Background: an optimization exercise with open tools, aiming at small area, a short achievable clock period and few clock cycles per item. Do not read the settings as production practice.
Function was checked by simulation only, so behaviour that the tests miss may differ from the original.
Power figures rest on the tool's default switching activity, not on a simulated workload.

==> try-juniper <==
Design halton_sequence_generator_unit, start of the top module:
module halton_sequence_generator_unit #(
	parameter int DIMS       = 8,
	parameter int FRAC_WIDTH = 16
) (
	input  logic        clk,
	input  logic        arst_n,
	input  logic        s_tvalid,
	output logic        s_tready,
	input  logic [15:0] s_tdata,    
	output logic        m_tvalid,
	input  logic        m_tready,
	output logic [71:0] m_tdata,    
	output logic [0:0]  m_tuser,    
	output logic        m_tlast,
	input  logic        cfg_valid,
	output logic        cfg_ready,
	input  logic [3:0]  cfg_data    
);
clock: 10.0 ns
lec_check: 0
cap_margin: 20
core_margin: 2
core_utilization: 55
setup_slack_margin: 5.0
slew_margin: 20
run.sh (not shown) runs the stock make flow with config.mk's settings and CLKGATE_MAP_FILE= SYNTH_SCRIPT=/design/flow/synth_recipe.tcl, a recipe that flattens the netlist after the stock synthesis.
==> inputs of try-violet, as changes to try-juniper <==
--- a/flow/design.v
+++ b/flow/design.v
@@ -2841,41 +2841,22 @@
 	logic [12:0] n_q;
 	logic        cv_q;
 	logic [2:0]  q_q;
 	logic        ov_q, ol_q, sr_q;
 	logic [7:0]  qh_q, ls_q;     
-	logic        accept, last, claim;
+	logic        accept, last, claim, free;
 	logic [3:0]  cap;
 	assign cfg_ready = 1'b1;
 	assign s_tready  = sr_q;
 	assign accept    = s_tvalid && !nv_q;
 	assign cap       = (active_q > 4'd8) ? 4'd8 : active_q;
 	assign adv      = !ov_q || m_tready;
-	logic avail;
-	assign avail    = cv_q && |(hold & qh_q);
+	assign load     = adv && cv_q && |(hold & qh_q);
 	assign last     = |(qh_q & ls_q);
-	assign xfer_d   = {8{adv}} & (avail ? qh_q : 8'd0);
-	logic       cl_n [2];
-	logic       nv_n [2], noc_n [2], cv_n [2], sr_n [2];
-	logic [2:0] q_n [2];
-	logic [7:0] qh_n [2];
-	genvar ga;
-	generate
-		for (ga = 0; ga < 2; ga++) begin : g_adv
-			logic ld, fr;
-			assign ld        = (ga == 1) && avail;
-			assign cl_n[ga]  = nv_q && !noc_q && (!cv_q || (ld && last));
-			assign fr        = nv_q && (&taken) && (noc_q || cl_n[ga]);
-			assign sr_n[ga]  = !(accept || (nv_q && !fr));
-			assign nv_n[ga]  = accept ? 1'b1 : fr ? 1'b0 : nv_q;
-			assign noc_n[ga] = accept ? 1'b0 : (!fr && cl_n[ga]) ? 1'b1 : noc_q;
-			assign cv_n[ga]  = cl_n[ga] ? (n_q[12:9] != 4'd0) : ld ? !last : cv_q;
-			assign q_n[ga]   = cl_n[ga] ? 3'd0 : ld ? (last ? 3'd0 : q_q + 3'd1) : q_q;
-			assign qh_n[ga]  = cl_n[ga] ? 8'd1 : ld ? (last ? 8'd1 : {qh_q[6:0], qh_q[7]}) : qh_q;
-		end
-	endgenerate
-	assign claim = adv ? cl_n[1] : cl_n[0];
+	assign xfer_d   = load ? qh_q : 8'd0;
+	assign claim    = nv_q && !noc_q && (!cv_q || (load && last));
+	assign free     = nv_q && (&taken) && (noc_q || claim);
 	always_ff @(posedge clk or negedge arst_n) begin
 		if (!arst_n) begin
 			active_q <= hsg_pkg::ACTIVE_RESET;
 			nv_q     <= 1'b0;
 			noc_q    <= 1'b0;
@@ -2885,23 +2866,38 @@
 			ov_q     <= 1'b0;
 			sr_q     <= 1'b1;
 		end else begin
 			if (cfg_valid)
 				active_q <= cfg_data;
-			sr_q  <= adv ? sr_n[1]  : sr_n[0];
-			nv_q  <= adv ? nv_n[1]  : nv_n[0];
-			noc_q <= adv ? noc_n[1] : noc_n[0];
-			cv_q  <= adv ? cv_n[1]  : cv_n[0];
-			q_q   <= adv ? q_n[1]   : q_n[0];
-			qh_q  <= adv ? qh_n[1]  : qh_n[0];
-			ov_q  <= adv ? avail : 1'b1;
+			sr_q <= !(accept || (nv_q && !free));
+			if (accept) begin
+				nv_q  <= 1'b1;
+				noc_q <= 1'b0;
+			end else if (free) begin
+				nv_q  <= 1'b0;
+			end else if (claim) begin
+				noc_q <= 1'b1;
+			end
+			if (claim) begin
+				cv_q <= (n_q[12:9] != 4'd0);
+				q_q  <= 3'd0;
+				qh_q <= 8'd1;
+			end else if (load) begin
+				cv_q <= !last;
+				q_q  <= last ? 3'd0 : q_q + 3'd1;
+				qh_q <= last ? 8'd1 : {qh_q[6:0], qh_q[7]};
+			end
+			if (load)
+				ov_q <= 1'b1;
+			else if (m_tready)
+				ov_q <= 1'b0;
 		end
 	end
 	always_ff @(posedge clk) begin
 		if (accept)
 			n_q <= {cap, s_tdata[8:1], s_tdata[0]};
-		if (adv ? cl_n[1] : cl_n[0])
+		if (claim)
 			ls_q <= (n_q[12:9] == 4'd0) ? 8'd0 : (8'd1 << (n_q[11:9] - 3'd1));
 		if (adv)
 			ol_q <= last;
 	end
 	assign n_valid = nv_q;
@@ -2986,39 +2982,31 @@
 	logic [2:0]      j_q;
 	logic            done_q;
 	logic [K*DB-1:0] ring_q;
 	logic [ND*DB-1:0] sh_q;     
 	logic [3:0]      cy_q;      
-	logic [DB:0]     u_q;       
 	logic [W-1:0]    acc_q;
 	logic [3:0]      k_q;
 	logic            ovf_q;
 	logic [6:0]      x_q;       
 	logic            part_q;    
 	logic            upd_q;     
 	logic            sat_q;     
-	logic fresh_q;
-	logic act, start, start_run, clr, step, rst_e;
-	assign rst_e     = n_rst || fresh_q;
+	logic act, start, start_run, clr, step;
 	assign act       = (n_c > 4'(IDX));
 	assign start     = (ph_q == S_IDLE) && n_valid && !took_q;
-	assign start_run = start && act && !(ovf_q && !rst_e);
-	assign clr       = start && rst_e;
+	assign start_run = start && act && !(ovf_q && !n_rst);
+	assign clr       = start && n_rst;
 	assign step      = (ph_q == S_RUN);
 	logic [DB+1:0]    t;
 	logic [1:0]       co;
 	logic             one_dig;
 	logic [DB-1:0]    r;
 	logic [6:0]       hf, hp;    
 	logic [ND*DB-1:0] hd;
-	hsg_add #(.W(DB+2), .N(2)) u_tadd (
-		.a((DB+2)'(u_q)), .b((DB+2)'(cy_q)), .c('0), .cin(1'b0), .y(t));
-	logic [DB-1:0] un_a, un_b;
-	logic [DB:0]   u_new;
-	assign un_a  = step ? ring_q[2*DB-1:DB] : (clr ? '0 : ring_q[DB-1:0]);
-	assign un_b  = step ? sh_q[2*DB-1:DB] : hd[DB-1:0];
-	assign u_new = (DB+1)'(un_a) + (DB+1)'(un_b);
+	hsg_add #(.W(DB+2), .N(3)) u_tadd (
+		.a((DB+2)'(ring_q[DB-1:0])), .b((DB+2)'(sh_q[DB-1:0])), .c((DB+2)'(cy_q)), .cin(1'b0), .y(t));
 	logic [5:0]       t6;
 	assign t6 = 6'(t);
 	generate
 		if (B == 9) begin : g_t9
 			assign hd = hsg_pkg::hdig9(n_s[7:4]);
@@ -3094,40 +3082,38 @@
 	endgenerate
 	localparam int HN = (B == 9 || B == 7 || B == 17) ? 2 : 3;
 	hsg_add #(.W(W), .N(HN)) u_add (.a(op_a), .b(op_b), .c(op_c), .cin(op_ci), .y(acc_new));
 	always_ff @(posedge clk or negedge arst_n) begin
 		if (!arst_n) begin
-			ph_q    <= S_IDLE;
-			took_q  <= 1'b0;
-			fresh_q <= 1'b1;
+			ph_q   <= S_IDLE;
+			took_q <= 1'b0;
+			ring_q <= '0;
+			k_q    <= 4'd0;
+			ovf_q  <= 1'b0;
 		end else begin
 			took_q <= n_valid && (took_q || start);
-			if (start)
-				fresh_q <= 1'b0;
+			if (clr) begin
+				ring_q <= '0;
+				k_q    <= 4'd0;
+				ovf_q  <= 1'b0;
+			end
 			if (start && act)
 				ph_q <= start_run ? S_RUN : S_HOLD;
 			if (ph_q == S_LAG)
 				ph_q <= S_HOLD;
 			if (ph_q == S_HOLD && xfer)
 				ph_q <= S_IDLE;
-			if (step && last)
-				ph_q <= S_LAG;
-		end
-	end
-	always_ff @(posedge clk) begin
-		if (clr) begin
-			ring_q <= '0;
-			k_q    <= 4'd0;
-			ovf_q  <= 1'b0;
-		end
-		if (step) begin
-			ring_q <= {r, ring_q[K*DB-1:DB]};
-			if (done_now)
-				k_q <= (r == '0) ? 4'd0 : part ? k_part : k_full;
-			if (ovf_now) begin
-				k_q   <= 4'(KP);
-				ovf_q <= 1'b1;
+			if (step) begin
+				ring_q <= {r, ring_q[K*DB-1:DB]};
+				if (last)
+					ph_q <= S_LAG;
+				if (done_now)
+					k_q <= (r == '0) ? 4'd0 : part ? k_part : k_full;
+				if (ovf_now) begin
+					k_q   <= 4'(KP);
+					ovf_q <= 1'b1;
+				end
 			end
 		end
 	end
 	always_ff @(posedge clk) begin
 		upd_q  <= step && !done_q;
@@ -3135,17 +3121,15 @@
 		x_q    <= part ? hp : hf;
 		part_q <= part;
 		if (start_run) begin
 			sh_q   <= hd;
 			cy_q   <= n_s[3:0];
-			u_q    <= u_new;
 			j_q    <= 3'd0;
 			done_q <= 1'b0;
 		end else if (step) begin
 			sh_q   <= {{DB{1'b0}}, sh_q[ND*DB-1:DB]};
 			cy_q   <= 4'(co);
-			u_q    <= u_new;
 			j_q    <= j_q + 3'd1;
 			done_q <= done_q || done_now;
 		end
 		if (start_run)
 			acc_q <= '0;
@@ -3172,71 +3156,66 @@
 	output logic         taken,
 	output logic [14:0]  num,
 	output logic [3:0]   k,
 	output logic         ovf
 );
-	logic        hold_q, took_q, ovf_q, len_q, fresh_q, rst_e;
+	logic        hold_q, took_q, ovf_q, len_q;
 	logic [14:0] n_q;
 	logic [3:0]  k_q;
 	logic        act, start;
 	logic [15:0] sum;
 	logic [3:0]  len;
 	assign act   = (n_c != 4'd0);
 	assign start = !hold_q && !len_q && n_valid && !took_q;
-	assign rst_e = n_rst || fresh_q;
 	hsg_add #(.W(16), .N(2)) u_add (.a({1'b0, n_q}), .b({8'd0, n_s}), .c(16'd0), .cin(1'b0), .y(sum));
 	always_comb begin
 		len = 4'd0;
 		for (int i = 0; i < 15; i++)
 			if (n_q[i])
 				len = 4'(i + 1);
 	end
 	always_ff @(posedge clk or negedge arst_n) begin
 		if (!arst_n) begin
-			hold_q  <= 1'b0;
-			len_q   <= 1'b0;
-			took_q  <= 1'b0;
-			fresh_q <= 1'b1;
+			hold_q <= 1'b0;
+			len_q  <= 1'b0;
+			took_q <= 1'b0;
+			n_q    <= 15'd0;
+			k_q    <= 4'd0;
+			ovf_q  <= 1'b0;
 		end else begin
 			took_q <= n_valid && (took_q || start);
 			len_q <= start && act;
-			if (start)
-				fresh_q <= 1'b0;
-			if (len_q)
+			if (len_q) begin
 				hold_q <= 1'b1;
+				k_q    <= len;
+			end
 			if (hold_q && xfer)
 				hold_q <= 1'b0;
-		end
-	end
-	always_ff @(posedge clk) begin
-		if (len_q)
-			k_q <= len;
-		if (start && rst_e) begin
-			n_q   <= 15'd0;
-			k_q   <= 4'd0;
-			ovf_q <= 1'b0;
-		end
-		if (start && act && rst_e) begin
-			n_q   <= 15'(n_s);
-		end else if (start && act && !ovf_q) begin
-			if (sum[15]) begin
-				n_q   <= 15'h7fff;
-				ovf_q <= 1'b1;
-			end else begin
-				n_q   <= sum[14:0];
+			if (start && n_rst) begin
+				n_q   <= 15'd0;
+				k_q   <= 4'd0;
+				ovf_q <= 1'b0;
+			end
+			if (start && act && n_rst) begin
+				n_q   <= 15'(n_s);
+			end else if (start && act && !ovf_q) begin
+				if (sum[15]) begin
+					n_q   <= 15'h7fff;
+					ovf_q <= 1'b1;
+				end else begin
+					n_q   <= sum[14:0];
+				end
 			end
 		end
 	end
-	logic [14:0] rv, s1, s2, s4;
 	always_comb begin
-		for (int i = 0; i < 15; i++)
-			rv[i] = n_q[14-i];
+		num = 15'd0;
+		for (int t = 0; t < 15; t++)
+			for (int b = 0; b < 15; b++)
+				if (32'(k_q) == b + t + 1)
+					num[t] = n_q[b];
 	end
-	assign s1  = k_q[0] ? rv : (rv >> 1);
-	assign s2  = k_q[1] ? s1 : (s1 >> 2);
-	assign s4  = k_q[2] ? s2 : (s2 >> 4);
-	assign num = k_q[3] ? s4 : (s4 >> 8);
 	assign hold  = hold_q;
 	assign taken = took_q || start;
 	assign k     = k_q;
 	assign ovf   = ovf_q;
 endmodule
==> comparison <==
- Between try-juniper and try-violet, the lower synthesized cell count is in try-juniper (gap about 2.3%, measured against try-violet).
- Between try-juniper and try-violet, the lower sequential share of layout area is in try-violet (gap 1.6 points).
- Of try-juniper and try-violet, try-violet has the higher worst hold slack (gap 0.026 ns).
- First-iteration DRC count: try-juniper is lower than try-violet (5.7%).
- Clock power: try-violet is larger than try-juniper (about 2%).
- Of try-violet and try-juniper, try-juniper has the higher utilization (gap 0.31 points).
- Against try-violet, the sequential power of try-juniper is lower by about 2%.
- In try-violet the non-clock buffer count is higher than in try-juniper, by 5.
==> figures <==
quantity                                                            try-juniper      try-violet
Reported leakage power                                                  16.2 nW         16.2 nW
Overall fraction of global-route tracks in use                            0.302           0.314
Starting utilization of the core area                                     0.558           0.555
Number of filler instances in the final layout                            5,568           5,634
Number of non-clock inverters in the layout                                 272             277
Total die area                                                       67,600 um2      66,900 um2
Normalized max-slew margin                                                0.253           0.252
Routed WL                                                                103 mm          107 mm
Width of the die                                                         260 um          259 um
Result of the run                                                finished clean  finished clean
Seq/total area                                                            0.361           0.344
Count of placed standard cells including taps                             4,694           4,762
Post-route met1 wirelength                                              44.9 mm         46.7 mm
Area inside the core boundary                                        64,600 um2      64,200 um2
Clock Power Share                                                         0.187           0.152
Switching portion of total power                                          0.434           0.482
Buffering stage count on the worst path with inverters included               0               1
Testbench counts of try-juniper, summed over its fixed seeds: cycles 3,136, items 384.
Testbench counts of try-violet, summed over its fixed seeds: cycles 3,136, items 384.

==> separate check: timing with driven ports <==
In the flow no input, the clock included, has a driving cell. The finished layouts below were timed again as built, in two steps.
Step 1: set_driving_cell puts a clkbuf_16 on clk and a buf_2 on each other input, an assumption about the parent block.
Step 2 adds t to the input delays and takes it off the output delays; t is the mean of the earliest and latest rising clock arrival at the registers after step 1. Input paths then give back, and output paths get back, about the clock's delay inside the block.
a / b / c = no drivers / after step 1 / after step 2; a / b = the first two.
run | t, ns | setup WS [ns] | worst setup path at the end | worst data-port slew with drivers (ns) | pins driven straight from the clock port
try-juniper | 0.702 | 5.456 / 5.456 / 5.456 | register to register | 0.04 | 1
try-violet | 0.686 | 5.449 / 5.449 / 4.893 | input to register | 0.06 | 1
After both steps setup and hold are still met in every run listed. The setup slack of try-violet, which loses most, moves by 0.000 ns with the drivers and by -0.556 ns with both steps.
